This design comes from an exercise in tuning for small area, a short achievable clock period and few clock cycles per item on the open sky130 flow, not from production work.
RTL that was checked went through simulation tests only; none was proved equivalent to the original.
Power is estimated from default activity; no workload was simulated.

## run a
## message_field_filter_core
module message_field_filter_core
(
    input  logic        clk,
    input  logic        rst_n,
    input  logic        cfg_we,
    input  logic [2:0]  cfg_index,
    input  logic [63:0] cfg_data,
    input  logic        in_valid,
    output logic        in_stall,
    input  logic [7:0]  data_byte,
    input  logic        last_byte,
    output logic        out_valid,
    input  logic        out_stall,
    output logic        matched,
    output logic [15:0] slice_start,
    output logic [15:0] slice_length,
    output logic [15:0] message_size,
    output logic        size_overflow
);
Size in the first run: about 850 cells after synthesis, ~290 flip-flops, roughly 130 I/O pins.
clock: 8.5 ns
lec_check: 0
cap_margin: 20
core_margin: 2
core_utilization: 40
cts_buf_list: sky130_fd_sc_hd__clkbuf_8
slew_margin: 20
standard.sh (not shown) runs the stock make flow with config.mk's settings and CLKGATE_MAP_FILE= SYNTH_SCRIPT=/design/flow/synth_recipe.tcl, a recipe that flattens the netlist after the stock synthesis.
==> flow/flow/run.sh <==
#!/bin/bash
set -euo pipefail
export BUFFER_PORTS_ARGS="-buffer_cell sky130_fd_sc_hd__buf_2"
export SETUP_SLACK_MARGIN=6
bash standard.sh > flow_make.log 2>&1
Both conditions hold for run a: the flow ran to the end and the final layout passed the timing, DRC and antenna checks.
[inputs] run b vs run a
- an added CTS_CLUSTER_DIAMETER of 80
- an added CTS_CLUSTER_SIZE of 24
- a deleted CTS_BUF_LIST that had been sky130_fd_sc_hd__clkbuf_8
### Flow results
- Setup slack: higher on run a
- Measured against each other, run b and run a differ in post-route met1 wirelength, the lower figure coming from run b.
- Hold path depth essentially unchanged between run a and run b.
- Going from run a to run b, wire length of the first global-routing pass shrinks by 990 um.
- Run b against run a; wire length reported by the detailed router is down by a few percent.
No functional check of the RTL was part of any run of this note.

========
## the previous run
Another version of the RTL of message_field_filter_core (not shown whole).
Size in the first run: roughly 800 cells after synthesis, roughly 270 flip-flops, roughly 130 I/O pins, ~0.012 mm² of cells after synthesis.
clock: 8.5 ns
lec_check: 0
cap_margin: 20
core_margin: 2
core_utilization: 40
setup_slack_margin: 5
slew_margin: 20
run.sh (not shown) runs the stock make flow with config.mk's settings and CLKGATE_MAP_FILE= SYNTH_SCRIPT=/design/flow/synth_recipe.tcl, a recipe that flattens the netlist after the stock synthesis.
Stock flow here: none of the scripts above is used.
The previous run finished every step from synthesis to the final layout, and the layout passed the timing, DRC and antenna checks.
Input changes introduced in the current run (baseline for comparison: the previous run):
==> flow/flow/run.sh (new file) <==
#!/bin/bash
set -euo pipefail
export BUFFER_PORTS_ARGS="-buffer_cell sky130_fd_sc_hd__buf_2"
bash standard.sh > flow_make.log 2>&1
==> flow/standard.sh (new file) <==
#!/bin/bash
# synth_recipe.tcl (not shown) runs the flow's synth.tcl, then flattens the netlist and writes it again
# the make line also repeats each setting of config.mk as NAME=value (left out here)
make -C /OpenROAD-flow-scripts/flow DESIGN_CONFIG=/design/flow/config.mk WORK_HOME=/design/flow/orfs CLKGATE_MAP_FILE= SYNTH_SCRIPT=/design/flow/synth_recipe.tcl "${@:-finish}"
removed: flow/run.sh
### Flow results
Taking the previous run as the reference point, the switching part of the total of the current run rises by 1.0 points. The current run has post-route standard cell area excluding fillers below what the previous run had. Summary: fmax, the current run better than the previous run. Looking at clock-buffer cell count across the previous run and the current run, the one that comes out higher is the previous run. Final critical path time including I/O delays and setup in the current run vs the previous run: down 48 ps. Diff the current run..the previous run | wire length | negligible. In the current run, the share of power burned in combinational logic came out 0.9 points below the value in the previous run. The current run vs the previous run — worst setup slack rose 48 ps. The final reports for the current run and the previous run show final worst hold slack lower in the former. The current run: core utilization is 2.4 points lower than what the previous run reported.
No run of this note included a check of the RTL's function; only the layout flow was run.

========
## wip/juniper
message_field_filter_core, a different RTL version from the one above (not shown whole).
Size: roughly 890 cells after synthesis, about 300 flip-flops, about 13,000 um^2 of cells after synthesis.
==> flow/config.mk <==
export PLATFORM = sky130hd
export DESIGN_NAME = message_field_filter_core
export DESIGN_NICKNAME = message_field_filter_core
export VERILOG_FILES = /design/flow/design.v
export SDC_FILE = /design/flow/constraint.sdc
export NUM_CORES = 4
export LEC_CHECK = 0
export CAP_MARGIN = 20
export CORE_MARGIN = 2
export CORE_UTILIZATION = 50
export CTS_CLUSTER_DIAMETER = 60
export CTS_CLUSTER_SIZE = 40
export SLEW_MARGIN = 20
==> flow/constraint.sdc <==
create_clock -name core_clock -period 8.5 [get_ports {clk}]
set_input_delay 1.7000 -clock core_clock [delete_from_list [all_inputs] [get_ports {clk}]]
set_output_delay 1.7000 -clock core_clock [all_outputs]
set_load 0.01 [all_outputs]
standard.sh (not shown) runs the stock make flow with config.mk's settings and CLKGATE_MAP_FILE= SYNTH_SCRIPT=/design/flow/synth_recipe.tcl, a recipe that flattens the netlist after the stock synthesis.
==> flow/flow/run.sh <==
#!/bin/bash
set -euo pipefail
export BUFFER_PORTS_ARGS="-buffer_cell sky130_fd_sc_hd__buf_1"
export SETUP_SLACK_MARGIN=5.8
bash standard.sh > flow_make.log 2>&1
wip/juniper finished end to end and its layout was clean on timing, DRC and antenna.
Testbench counts of wip/juniper, summed over its fixed seeds: cycles 31,637, items 2,400.
## Diff of input files: wip/lagoon against wip/juniper
# wip/juniper
export LEC_CHECK = 0
export CAP_MARGIN = 20
export CORE_MARGIN = 2
export CORE_UTILIZATION = 50
export CTS_CLUSTER_DIAMETER = 60
export CTS_CLUSTER_SIZE = 40
export SLEW_MARGIN = 20
create_clock -name core_clock -period 8.5 [get_ports {clk}]
# wip/lagoon
export LEC_CHECK = 0
export CAP_MARGIN = 20
export CORE_MARGIN = 2
export CORE_UTILIZATION = 50
export CTS_CLUSTER_DIAMETER = 80
export CTS_CLUSTER_SIZE = 24
export PLACE_DENSITY = 0.7
export SLEW_MARGIN = 20
create_clock -name core_clock -period 8.5 [get_ports {clk}]
--- outcome ---
- From wip/juniper to wip/lagoon the numbers moved as follows: final critical-path required period fell by 0.016 ns; clock transition at the registers of the reported paths neither gained nor lost much; total power dropped 6.5%; worst setup slack now sits higher.
- Diff wip/juniper -> wip/lagoon: proportion of final cell area spent on non-clock buffers stayed essentially flat; combinational power share saw an increase.
--- input diff wip/lagoon..wip/fjord ---
# wip/lagoon
export LEC_CHECK = 0
export CAP_MARGIN = 20
export CORE_MARGIN = 2
export CORE_UTILIZATION = 50
export CTS_CLUSTER_DIAMETER = 80
export CTS_CLUSTER_SIZE = 24
export PLACE_DENSITY = 0.7
export SLEW_MARGIN = 20
create_clock -name core_clock -period 8.5 [get_ports {clk}]
# wip/fjord
export LEC_CHECK = 0
export CAP_MARGIN = 20
export CORE_MARGIN = 2
export CORE_UTILIZATION = 40
export CTS_CLUSTER_DIAMETER = 80
export CTS_CLUSTER_SIZE = 24
export SLEW_MARGIN = 20
create_clock -name core_clock -period 8.5 [get_ports {clk}]
==> flow/flow/run.sh <==
#!/bin/bash
set -euo pipefail
export BUFFER_PORTS_ARGS="-buffer_cell sky130_fd_sc_hd__buf_2"
export SETUP_SLACK_MARGIN=5.8
bash standard.sh > flow_make.log 2>&1
==> run notes <==
In terms of net count of the finished layout, wip/lagoon and wip/fjord differ only marginally. Total routing usage reported by global routing: wip/lagoon and wip/fjord compared, lower one is wip/fjord. Looking at die area, wip/fjord sits 24% above wip/lagoon. Against wip/lagoon, wip/fjord reports a maximum frequency that is lower. Between wip/fjord and wip/lagoon, it is wip/fjord whose routed wire length is higher, by 580 um. Going from wip/lagoon to wip/fjord, finished layout cell area has increased, sequential share of layout area has decreased, core region area shows an increase of about 25%. Compared with wip/lagoon, wip/fjord is the more power-hungry design.
Inputs modified between wip/fjord and wip/pepper:
# wip/fjord
export LEC_CHECK = 0
export CAP_MARGIN = 20
export CORE_MARGIN = 2
export CORE_UTILIZATION = 40
export CTS_CLUSTER_DIAMETER = 80
export CTS_CLUSTER_SIZE = 24
export SLEW_MARGIN = 20
create_clock -name core_clock -period 8.5 [get_ports {clk}]
# wip/pepper
export LEC_CHECK = 0
export CAP_MARGIN = 20
export CORE_MARGIN = 2
export CORE_UTILIZATION = 50
export SLEW_MARGIN = 20
create_clock -name core_clock -period 8.5 [get_ports {clk}]
==> flow/flow/run.sh <==
#!/bin/bash
set -euo pipefail
export BUFFER_PORTS_ARGS="-buffer_cell sky130_fd_sc_hd__buf_2"
export SETUP_SLACK_MARGIN=5.8
export CTS_ARGS="-repair_clock_nets"
bash standard.sh > flow_make.log 2>&1
### Flow results
Summary — signed area change from the synthesized netlist to the final layout, wip/pepper relative to wip/fjord: higher, by 5.5 points.
Taking wip/fjord as the reference, in wip/pepper total wirelength of the detailed-routed design went up by about 3%, wire length of the first global-routing pass went up by 2.4%.

-- afterwards: timing with drivers on the ports --
The flow's constraints put no driver on any port. The routed layouts listed below were extracted and timed again, unchanged, in two steps.
Step 1 sets driving cells, clkbuf_16 on the clock port and buf_2 on the other inputs (assumed; they add their load-dependent delay and slew).
Step 2 times the ports against the registers' clock, not the clock port: input delays grow and output delays shrink by t, the midpoint of the rising clock arrivals with the driver on.
Three values: ideal ports, drivers, drivers and shift; two values: the first two.
run | shift t [ns] | setup WS [ns] | slew at the worst register clock pin (ns) | worst data-port slew with drivers (ns) | pins driven straight from the clock port
run a | 0.609 | 5.250 / 5.250 / 5.250 | 0.07 / 0.07 | 0.04 | 1
run b | 0.547 | 5.246 / 5.246 / 5.246 | 0.10 / 0.10 | 0.04 | 1
the previous run | 0.585 | 5.132 / 5.085 / 4.901 | 0.06 / 0.06 | 0.04 | 1
the current run | 0.583 | 5.180 / 5.129 / 5.228 | 0.07 / 0.07 | 0.04 | 1
wip/juniper | 0.577 | 5.738 / 5.688 / 5.432 | 0.09 / 0.09 | 0.07 | 1
wip/lagoon | 0.558 | 5.754 / 5.707 / 5.438 | 0.09 / 0.09 | 0.04 | 1
wip/fjord | 0.571 | 5.729 / 5.675 / 5.384 | 0.10 / 0.10 | 0.05 | 1
wip/pepper | 0.591 | 5.731 / 5.684 / 5.345 | 0.08 / 0.08 | 0.04 | 1
After both steps every run listed still meets setup and hold. The setup slack of wip/pepper, which loses most, moves by -0.047 ns with the drivers and by -0.386 ns with both steps.
